From an optimization exercise on the open Yosys and OpenROAD flow, aimed at small area and a short achievable clock period; shortcuts taken in it are not production practice.
The RTL was checked by simulation tests, not by an equivalence proof against the original design.

==> v37: inputs <==
==> flow/design.v <==
module regfile_hold (
  input  logic en,
  input  logic enb,
  input  logic d,
  input  logic q,
  output logic y
);
  assign y = (en & d) | (enb & q);
endmodule
module regfile_aoi222 (
  input  logic a1, a2, b1, b2, c1, c2,
  output logic y
);
  assign y = ~((a1 & a2) | (b1 & b2) | (c1 & c2));
endmodule
module regfile_aoi22 (
  input  logic a1, a2, b1, b2,
  output logic y
);
  assign y = ~((a1 & a2) | (b1 & b2));
endmodule
module regfile_and4 (
  input  logic a, b, c, d,
  output logic y
);
  assign y = a & b & c & d;
endmodule
module regfile_and3 (
  input  logic a, b, c,
  output logic y
);
  assign y = a & b & c;
endmodule
module regfile_nand3 (
  input  logic a, b, c,
  output logic y
);
  assign y = ~(a & b & c);
endmodule
module regfile_nand4 (
  input  logic a, b, c, d,
  output logic y
);
  assign y = ~(a & b & c & d);
endmodule
module regfile_nor2 (
  input  logic a, b,
  output logic y
);
  assign y = ~(a | b);
endmodule
module regfile_nand2 (
  input  logic a, b,
  output logic y
);
  assign y = ~(a & b);
endmodule
module regfile_nor3 (
  input  logic a, b, c,
  output logic y
);
  assign y = ~(a | b | c);
endmodule
module regfile_nor4 (
  input  logic a, b, c, d,
  output logic y
);
  assign y = ~(a | b | c | d);
endmodule
module regfile_xnor2 (
  input  logic a, b,
  output logic y
);
  assign y = ~(a ^ b);
endmodule
module regfile_rdbit (
  input  logic [31:0] sel,
  input  logic [31:0] d,
  output logic        y
);
  logic [10:0] t;
  logic        p0, p1, q2, n01;
  for (genvar k = 0; k < 10; k++) begin : g_t
    regfile_aoi222 u_t (.a1(sel[3*k]), .a2(d[3*k]), .b1(sel[3*k+1]), .b2(d[3*k+1]),
                        .c1(sel[3*k+2]), .c2(d[3*k+2]), .y(t[k]));
  end
  regfile_aoi22 u_t10 (.a1(sel[30]), .a2(d[30]), .b1(sel[31]), .b2(d[31]), .y(t[10]));
  regfile_nand4 u_p0  (.a(t[0]), .b(t[1]), .c(t[2]), .d(t[3]), .y(p0));
  regfile_nand4 u_p1  (.a(t[4]), .b(t[5]), .c(t[6]), .d(t[7]), .y(p1));
  regfile_and3  u_q2  (.a(t[8]), .b(t[9]), .c(t[10]), .y(q2));
  regfile_nor2  u_n01 (.a(p0), .b(p1), .y(n01));
  regfile_nand2 u_y   (.a(n01), .b(q2), .y(y));
endmodule
module regfile_rdsel (
  input  logic [4:0]  rs,
  input  logic [4:0]  wraddr,
  input  logic        we,
  input  logic [31:1] nzf,
  input  logic [31:1] wenb,
  output logic [31:0] sel
);
  logic [4:0] rsn, x;
  logic [3:0] lo;
  logic [7:0] hi;
  logic       eqa, eqb, nz;
  assign rsn = ~rs;
  for (genvar j = 0; j < 4; j++) begin : g_lo
    regfile_nor2 u_lo (.a(j[0] ? rsn[0] : rs[0]), .b(j[1] ? rsn[1] : rs[1]), .y(lo[j]));
  end
  for (genvar k = 0; k < 8; k++) begin : g_hi
    regfile_nor3 u_hi (.a(k[0] ? rsn[2] : rs[2]), .b(k[1] ? rsn[3] : rs[3]),
                       .c(k[2] ? rsn[4] : rs[4]), .y(hi[k]));
  end
  for (genvar i = 1; i < 32; i++) begin : g_sel
    regfile_and4 u_sel (.a(lo[i % 4]), .b(hi[i / 4]), .c(nzf[i]), .d(wenb[i]), .y(sel[i]));
  end
  for (genvar k = 0; k < 5; k++) begin : g_x
    regfile_xnor2 u_x (.a(rs[k]), .b(wraddr[k]), .y(x[k]));
  end
  regfile_nand3 u_nz  (.a(rsn[0]), .b(rsn[1]), .c(hi[0]), .y(nz));
  regfile_nand4 u_eqa (.a(x[0]), .b(x[1]), .c(x[2]), .d(x[3]), .y(eqa));
  regfile_nand3 u_eqb (.a(x[4]), .b(we), .c(nz), .y(eqb));
  regfile_nor2  u_byp (.a(eqa), .b(eqb), .y(sel[0]));
endmodule
module regfile_param #(
  parameter int XLEN     = 32,
  parameter int NREGS    = 32,
  parameter int ZERO_REG = 1,
  parameter int BYPASS   = 1,
  localparam int AW      = $clog2(NREGS)
) (
  input  logic            clk,
  input  logic            rst_n,
  input  logic            we,
  input  logic [AW-1:0]   wraddr,
  input  logic [XLEN-1:0] wrdata,
  input  logic [AW-1:0]   rs1,
  input  logic [AW-1:0]   rs2,
  output logic [XLEN-1:0] rdout1,
  output logic [XLEN-1:0] rdout2,
  output logic [NREGS-1:0] zflag,
  input  logic            dbg_req,
  input  logic            dbg_ready,
  output logic            dbg_valid,
  output logic [AW-1:0]   dbg_addr,
  output logic [XLEN-1:0] dbg_data,
  output logic            dbg_busy,
  output logic            dbg_done
);
  localparam logic [AW-1:0] LAST_PTR = AW'(NREGS - 1);
  logic [XLEN-1:0]  regs_r [1:NREGS-1];
  logic [XLEN-1:0]  regs_nx_s [1:NREGS-1];
  logic [NREGS-1:1] zf_r;
  logic [NREGS-1:1] wen_s, wenb_s, live_s;
  logic [NREGS-1:1] decd_s;
  logic             wzero_s;
  logic            busy_r, valid_r, done_r, first_r;
  logic [AW-1:0]   addr_r;
  logic [XLEN-1:0] data_r;
  logic            load_s;
  assign load_s = busy_r && !valid_r && !done_r;
  logic [4:0] wan;
  logic [3:0] wlo;
  logic [7:0] whi;
  assign wan = ~wraddr;
  for (genvar j = 0; j < 4; j++) begin : g_wlo
    regfile_nor2 u_wlo (.a(j[0] ? wan[0] : wraddr[0]), .b(j[1] ? wan[1] : wraddr[1]), .y(wlo[j]));
  end
  for (genvar k = 0; k < 8; k++) begin : g_whi
    regfile_nor4 u_whi (.a(k[0] ? wan[2] : wraddr[2]), .b(k[1] ? wan[3] : wraddr[3]),
                        .c(k[2] ? wan[4] : wraddr[4]), .d(!we), .y(whi[k]));
  end
  logic [NREGS-1:1] rwenb_s;
  for (genvar i = 1; i < NREGS; i++) begin : g_wen
    regfile_nand2 u_wenb  (.a(wlo[i % 4]), .b(whi[i / 4]), .y(wenb_s[i]));
    regfile_nand2 u_rwenb (.a(wlo[i % 4]), .b(whi[i / 4]), .y(rwenb_s[i]));
  end
  always_comb begin
    for (int i = 1; i < NREGS; i++) begin
      wen_s[i]  = !wenb_s[i];
      decd_s[i] = load_s && !first_r && (addr_r == AW'(i - 1));
      live_s[i] = !zf_r[i] && rwenb_s[i];
    end
  end
  assign wzero_s = (wrdata == {XLEN{1'b0}});
  for (genvar i = 1; i < NREGS; i++) begin : g_reg
    for (genvar b = 0; b < XLEN; b++) begin : g_bit
      regfile_hold u_hold (.en(wen_s[i]), .enb(wenb_s[i]), .d(wrdata[b]),
                           .q(regs_r[i][b]), .y(regs_nx_s[i][b]));
    end
  end
  always_ff @(posedge clk) begin
    for (int i = 1; i < NREGS; i++) begin
      regs_r[i] <= regs_nx_s[i];
    end
  end
  always_ff @(posedge clk) begin
    for (int i = 1; i < NREGS; i++) begin
      if (!rst_n)        zf_r[i] <= 1'b1;
      else if (wen_s[i]) zf_r[i] <= wzero_s;
    end
  end
  assign zflag = {zf_r, 1'b1};
  logic [31:0] sel1_s, sel2_s, seld_s;
  regfile_rdsel u_sel1 (.rs(rs1), .wraddr(wraddr), .we(we), .nzf(~zf_r), .wenb(rwenb_s), .sel(sel1_s));
  regfile_rdsel u_sel2 (.rs(rs2), .wraddr(wraddr), .we(we), .nzf(~zf_r), .wenb(rwenb_s), .sel(sel2_s));
  assign seld_s = {decd_s & live_s, |(decd_s & wen_s)};
  logic [XLEN-1:0] rd1_s, rd2_s, rdd_s;
  for (genvar b = 0; b < XLEN; b++) begin : g_rd
    logic [31:0] col;
    assign col[0] = wrdata[b];
    for (genvar i = 1; i < NREGS; i++) begin : g_col
      assign col[i] = regs_r[i][b];
    end
    regfile_rdbit u_rd1 (.sel(sel1_s), .d(col), .y(rd1_s[b]));
    regfile_rdbit u_rd2 (.sel(sel2_s), .d(col), .y(rd2_s[b]));
    regfile_rdbit u_rdd (.sel(seld_s), .d(col), .y(rdd_s[b]));
  end
  assign rdout1 = rd1_s;
  assign rdout2 = rd2_s;
  always_ff @(posedge clk) begin
    if (!rst_n) begin
      busy_r  <= 1'b0;
      valid_r <= 1'b0;
      done_r  <= 1'b0;
      first_r <= 1'b0;
    end else if (!busy_r) begin
      if (dbg_req) begin
        busy_r  <= 1'b1;
        first_r <= 1'b1;
      end
    end else if (done_r) begin
      busy_r <= 1'b0;
      done_r <= 1'b0;
    end else if (valid_r) begin
      if (dbg_ready) begin
        valid_r <= 1'b0;
        done_r  <= (addr_r == LAST_PTR);
      end
    end else begin
      valid_r <= 1'b1;
      first_r <= 1'b0;
    end
  end
  always_ff @(posedge clk) begin
    if (!rst_n) begin
      addr_r <= {AW{1'b0}};
      data_r <= {XLEN{1'b0}};
    end else if (load_s) begin
      addr_r <= first_r ? {AW{1'b0}} : addr_r + AW'(1'b1);
      data_r <= rdd_s;
    end
  end
  assign dbg_valid = valid_r;
  assign dbg_busy  = busy_r;
  assign dbg_done  = done_r;
  assign dbg_addr  = addr_r;
  assign dbg_data  = data_r;
endmodule
==> flow/flow/run.sh <==
#!/bin/bash
# Standard ORFS layout, with plain buffers (not delay cells) on the ports.
set -euo pipefail
export BUFFER_PORTS_ARGS="-buffer_cell sky130_fd_sc_hd__buf_2"
bash standard.sh > standard.log 2>&1
==> flow/standard.sh <==
#!/bin/bash
# synth_recipe.tcl (not shown) runs the flow's synth.tcl, then flattens the netlist and writes it again
# the make line also repeats each setting of config.mk as NAME=value (left out here)
make -C /OpenROAD-flow-scripts/flow DESIGN_CONFIG=/design/flow/config.mk WORK_HOME=/design/flow/orfs CLKGATE_MAP_FILE= SYNTH_SCRIPT=/design/flow/synth_recipe.tcl "${@:-finish}"
==> flow/config.mk <==
export PLATFORM = sky130hd
export DESIGN_NAME = regfile_param
export DESIGN_NICKNAME = regfile_param
export VERILOG_FILES = /design/flow/design.v
export SDC_FILE = /design/flow/constraint.sdc
export NUM_CORES = 4
export LEC_CHECK = 0
export CAP_MARGIN = 20
export CORE_MARGIN = 2
export CORE_UTILIZATION = 30
export CTS_BUF_LIST = sky130_fd_sc_hd__clkbuf_4 sky130_fd_sc_hd__clkbuf_8
export SETUP_SLACK_MARGIN = 1.2
export SLEW_MARGIN = 20
export SYNTH_HIERARCHICAL = 1
export SYNTH_MINIMUM_KEEP_SIZE = 0
==> flow/constraint.sdc <==
create_clock -name core_clock -period 6.5 [get_ports {clk}]
set_input_delay 1.3000 -clock core_clock [delete_from_list [all_inputs] [get_ports {clk}]]
set_output_delay 1.3000 -clock core_clock [all_outputs]
set_load 0.01 [all_outputs]
==> v38: changes against v37 <==
--- a/flow/config.mk
+++ b/flow/config.mk
@@ -7,8 +7,9 @@
 export LEC_CHECK = 0
-export CAP_MARGIN = 20
+export CAP_MARGIN = 0
+export CELL_PAD_IN_SITES_DETAIL_PLACEMENT = 2
+export CELL_PAD_IN_SITES_GLOBAL_PLACEMENT = 3
 export CORE_MARGIN = 2
 export CORE_UTILIZATION = 30
-export CTS_BUF_LIST = sky130_fd_sc_hd__clkbuf_4 sky130_fd_sc_hd__clkbuf_8
 export SETUP_SLACK_MARGIN = 1.2
-export SLEW_MARGIN = 20
+export SLEW_MARGIN = 0
 export SYNTH_HIERARCHICAL = 1
==> v35: changes against v37 <==
==> flow/design.v, changed modules only <==
module regfile_rdbit #(
  parameter int FAST = 0
) (
  input  logic [31:0] sel,
  input  logic [31:0] d,
  output logic        y
);
  if (FAST != 0) begin : g_fast
    logic [15:0] t;
    for (genvar k = 0; k < 16; k++) begin : g_t
      regfile_aoi22 u (.a1(sel[2*k]), .a2(d[2*k]), .b1(sel[2*k+1]), .b2(d[2*k+1]), .y(t[k]));
    end
    assign y = ~(&t[3:0]) | ~(&t[7:4]) | ~(&t[11:8]) | ~(&t[15:12]);
  end else begin : g_small
    logic [10:0] t;
    for (genvar k = 0; k < 10; k++) begin : g_t
      regfile_aoi222 u (.a1(sel[3*k]), .a2(d[3*k]), .b1(sel[3*k+1]), .b2(d[3*k+1]),
                        .c1(sel[3*k+2]), .c2(d[3*k+2]), .y(t[k]));
    end
    regfile_aoi22 u10 (.a1(sel[30]), .a2(d[30]), .b1(sel[31]), .b2(d[31]), .y(t[10]));
    assign y = ~(&t[3:0]) | ~(&t[7:4]) | ~(&t[10:8]);
  end
endmodule
module regfile_param #(
  parameter int XLEN     = 32,
  parameter int NREGS    = 32,
  parameter int ZERO_REG = 1,
  parameter int BYPASS   = 1,
  localparam int AW      = $clog2(NREGS)
) (
  input  logic            clk,
  input  logic            rst_n,
  input  logic            we,
  input  logic [AW-1:0]   wraddr,
  input  logic [XLEN-1:0] wrdata,
  input  logic [AW-1:0]   rs1,
  input  logic [AW-1:0]   rs2,
  output logic [XLEN-1:0] rdout1,
  output logic [XLEN-1:0] rdout2,
  output logic [NREGS-1:0] zflag,
  input  logic            dbg_req,
  input  logic            dbg_ready,
  output logic            dbg_valid,
  output logic [AW-1:0]   dbg_addr,
  output logic [XLEN-1:0] dbg_data,
  output logic            dbg_busy,
  output logic            dbg_done
);
  localparam logic [AW-1:0] LAST_PTR = AW'(NREGS - 1);
  logic [XLEN-1:0]  regs_r [1:NREGS-1];
  logic [XLEN-1:0]  regs_nx_s [1:NREGS-1];
  logic [NREGS-1:1] zf_r;
  logic [NREGS-1:1] wen_s, wenb_s, live_s;
  logic [NREGS-1:1] dec1_s, dec2_s, decd_s;
  logic             wzero_s;
  logic            busy_r, valid_r, done_r, first_r;
  logic [AW-1:0]   addr_r;
  logic [XLEN-1:0] data_r;
  logic            load_s;
  assign load_s = busy_r && !valid_r && !done_r;
  always_comb begin
    for (int i = 1; i < NREGS; i++) begin
      wen_s[i]  = we && (wraddr == AW'(i));
      wenb_s[i] = !wen_s[i];
      dec1_s[i] = (rs1 == AW'(i));
      dec2_s[i] = (rs2 == AW'(i));
      decd_s[i] = load_s && !first_r && (addr_r == AW'(i - 1));
      live_s[i] = !zf_r[i] && !wen_s[i];
    end
  end
  assign wzero_s = (wrdata == {XLEN{1'b0}});
  for (genvar i = 1; i < NREGS; i++) begin : g_reg
    for (genvar b = 0; b < XLEN; b++) begin : g_bit
      regfile_hold u_hold (.en(wen_s[i]), .enb(wenb_s[i]), .d(wrdata[b]),
                           .q(regs_r[i][b]), .y(regs_nx_s[i][b]));
    end
  end
  always_ff @(posedge clk) begin
    for (int i = 1; i < NREGS; i++) begin
      regs_r[i] <= regs_nx_s[i];
    end
  end
  always_ff @(posedge clk) begin
    for (int i = 1; i < NREGS; i++) begin
      if (!rst_n)        zf_r[i] <= 1'b1;
      else if (wen_s[i]) zf_r[i] <= wzero_s;
    end
  end
  assign zflag = {zf_r, 1'b1};
  logic [31:0] sel1_s, sel2_s, seld_s;
  assign sel1_s = {dec1_s & live_s, we && (wraddr == rs1) && (rs1 != '0)};
  assign sel2_s = {dec2_s & live_s, we && (wraddr == rs2) && (rs2 != '0)};
  assign seld_s = {decd_s & live_s, |(decd_s & wen_s)};
  logic [XLEN-1:0] rd1_s, rd2_s, rdd_s;
  for (genvar b = 0; b < XLEN; b++) begin : g_rd
    logic [31:0] col;
    assign col[0] = wrdata[b];
    for (genvar i = 1; i < NREGS; i++) begin : g_col
      assign col[i] = regs_r[i][b];
    end
    regfile_rdbit #(.FAST(0)) u_rd1 (.sel(sel1_s), .d(col), .y(rd1_s[b]));
    regfile_rdbit #(.FAST(0)) u_rd2 (.sel(sel2_s), .d(col), .y(rd2_s[b]));
    regfile_rdbit #(.FAST(0)) u_rdd (.sel(seld_s), .d(col), .y(rdd_s[b]));
  end
  assign rdout1 = rd1_s;
  assign rdout2 = rd2_s;
  always_ff @(posedge clk) begin
    if (!rst_n) begin
      busy_r  <= 1'b0;
      valid_r <= 1'b0;
      done_r  <= 1'b0;
      first_r <= 1'b0;
    end else if (!busy_r) begin
      if (dbg_req) begin
        busy_r  <= 1'b1;
        first_r <= 1'b1;
      end
    end else if (done_r) begin
      busy_r <= 1'b0;
      done_r <= 1'b0;
    end else if (valid_r) begin
      if (dbg_ready) begin
        valid_r <= 1'b0;
        done_r  <= (addr_r == LAST_PTR);
      end
    end else begin
      valid_r <= 1'b1;
      first_r <= 1'b0;
    end
  end
  always_ff @(posedge clk) begin
    if (!rst_n) begin
      addr_r <= {AW{1'b0}};
      data_r <= {XLEN{1'b0}};
    end else if (load_s) begin
      addr_r <= first_r ? {AW{1'b0}} : addr_r + AW'(1'b1);
      data_r <= rdd_s;
    end
  end
  assign dbg_valid = valid_r;
  assign dbg_busy  = busy_r;
  assign dbg_done  = done_r;
  assign dbg_addr  = addr_r;
  assign dbg_data  = data_r;
endmodule
// module regfile_and4 removed
// module regfile_and3 removed
// module regfile_nand3 removed
// module regfile_nand4 removed
// module regfile_nor2 removed
// module regfile_nand2 removed
// module regfile_nor3 removed
// module regfile_nor4 removed
// module regfile_xnor2 removed
// module regfile_rdsel removed
==> flow/run.sh (new file) <==
#!/bin/bash
# synth_recipe.tcl (not shown) runs the flow's synth.tcl, then flattens the netlist and writes it again
# the make line also repeats each setting of config.mk as NAME=value (left out here)
make -C /OpenROAD-flow-scripts/flow DESIGN_CONFIG=/design/flow/config.mk WORK_HOME=/design/flow/orfs CLKGATE_MAP_FILE= SYNTH_SCRIPT=/design/flow/synth_recipe.tcl finish
--- a/flow/config.mk
+++ b/flow/config.mk
@@ -9,5 +9,5 @@
 export CORE_MARGIN = 2
-export CORE_UTILIZATION = 30
+export CORE_UTILIZATION = 60
 export CTS_BUF_LIST = sky130_fd_sc_hd__clkbuf_4 sky130_fd_sc_hd__clkbuf_8
-export SETUP_SLACK_MARGIN = 1.2
+export SETUP_SLACK_MARGIN = 2.0
 export SLEW_MARGIN = 20
removed: flow/flow/run.sh
removed: flow/standard.sh
==> comparison table <==
item                                                                                   v35                     v37          v38
Outcome                                                             stopped before the end  stopped before the end  timing/DRC/antenna clean
Failing step                                                                       5_1_grt                 5_1_grt            -
Chip width                                                                          282 um                  399 um       399 um
CTS root buf                                                                      clkbuf_8                clkbuf_8    clkbuf_16
Fraction of synthesized area in multiplexers                                       0.0920%                 0.0240%      0.0240%
Number of buffers inserted during clock tree synthesis                                 169                     172          137
Initial core utilization                                                             60.8%                   30.3%        30.3%
Placed cells                                                                          5609                    6638         6744
Final Wtd Congestion                                                                  1.09                   0.994        0.916
Buffer count from post-CTS setup fixing                                                224                      22          106
Number of distinct library cells after synthesis                                        64                      54           54
Synth Net Count                                                                       4125                    4272         4272
Number of instances resized during post-cts repair                                     478                     126          262
Xor and xnor area share after synthesis                                             0.170%                  0.187%       0.187%
Complex-gate fraction of the synthesized area                                        43.5%                   43.1%        43.1%
Placed cell area                                                               54300 sq um             52400 sq um  53400 sq um
Std cell rows                                                                          101                     144          144
Adder-Cell Fraction of Synth Area                                                   0.162%                  0.160%       0.160%
Number of instances in the synthesized netlist                                        4067                    4214         4214
Average footprint of a synthesized cell                                         11.4 sq um              11.1 sq um   11.1 sq um
Post-placement worst setup slack                                                   -194 ps                  391 ps      30.5 ps
Post-synthesis instance area                                                   46200 sq um             46800 sq um  46800 sq um
Share of the yosys chip area belonging to registers                                  46.1%                   45.5%        45.5%
Portion of synthesized cell area occupied by the leading cell type                   46.1%                   45.5%        45.5%
Die span in y                                                                       282 um                  399 um       399 um
Synth Area in Simple Gates                                                           9.26%                   10.0%        10.0%

-- separate check: timing with driven ports --
The results above use ideal ports. As a check the final layout listed here was re-extracted and re-timed, cells and wires unchanged. Step 1 (the two cells are an assumption about what drives the block):
set clk [get_ports {clk}]
set_driving_cell -lib_cell sky130_fd_sc_hd__clkbuf_16 $clk
set_driving_cell -lib_cell sky130_fd_sc_hd__buf_2 [delete_from_list [all_inputs] $clk]
Step 2 moves the port delays by t, midway between the first and last clock arrival at a register: inputs arrive t later, outputs are due t later. That takes back most of the time a late clock gives input paths. Slacks: ideal ports / drivers / drivers and shift; pairs: ideal ports / drivers.
run: v38
t (ns): 0.849
setup WS [ns]: 0.707 / 0.674 / 0.526
worst hold slack (ns): 0.467 / 0.467 / 0.467
worst setup path after step 2: input to register
After both steps setup and hold are still met in v38. For v38, drivers alone change the setup slack by -0.033 ns; drivers and shift together by -0.181 ns.
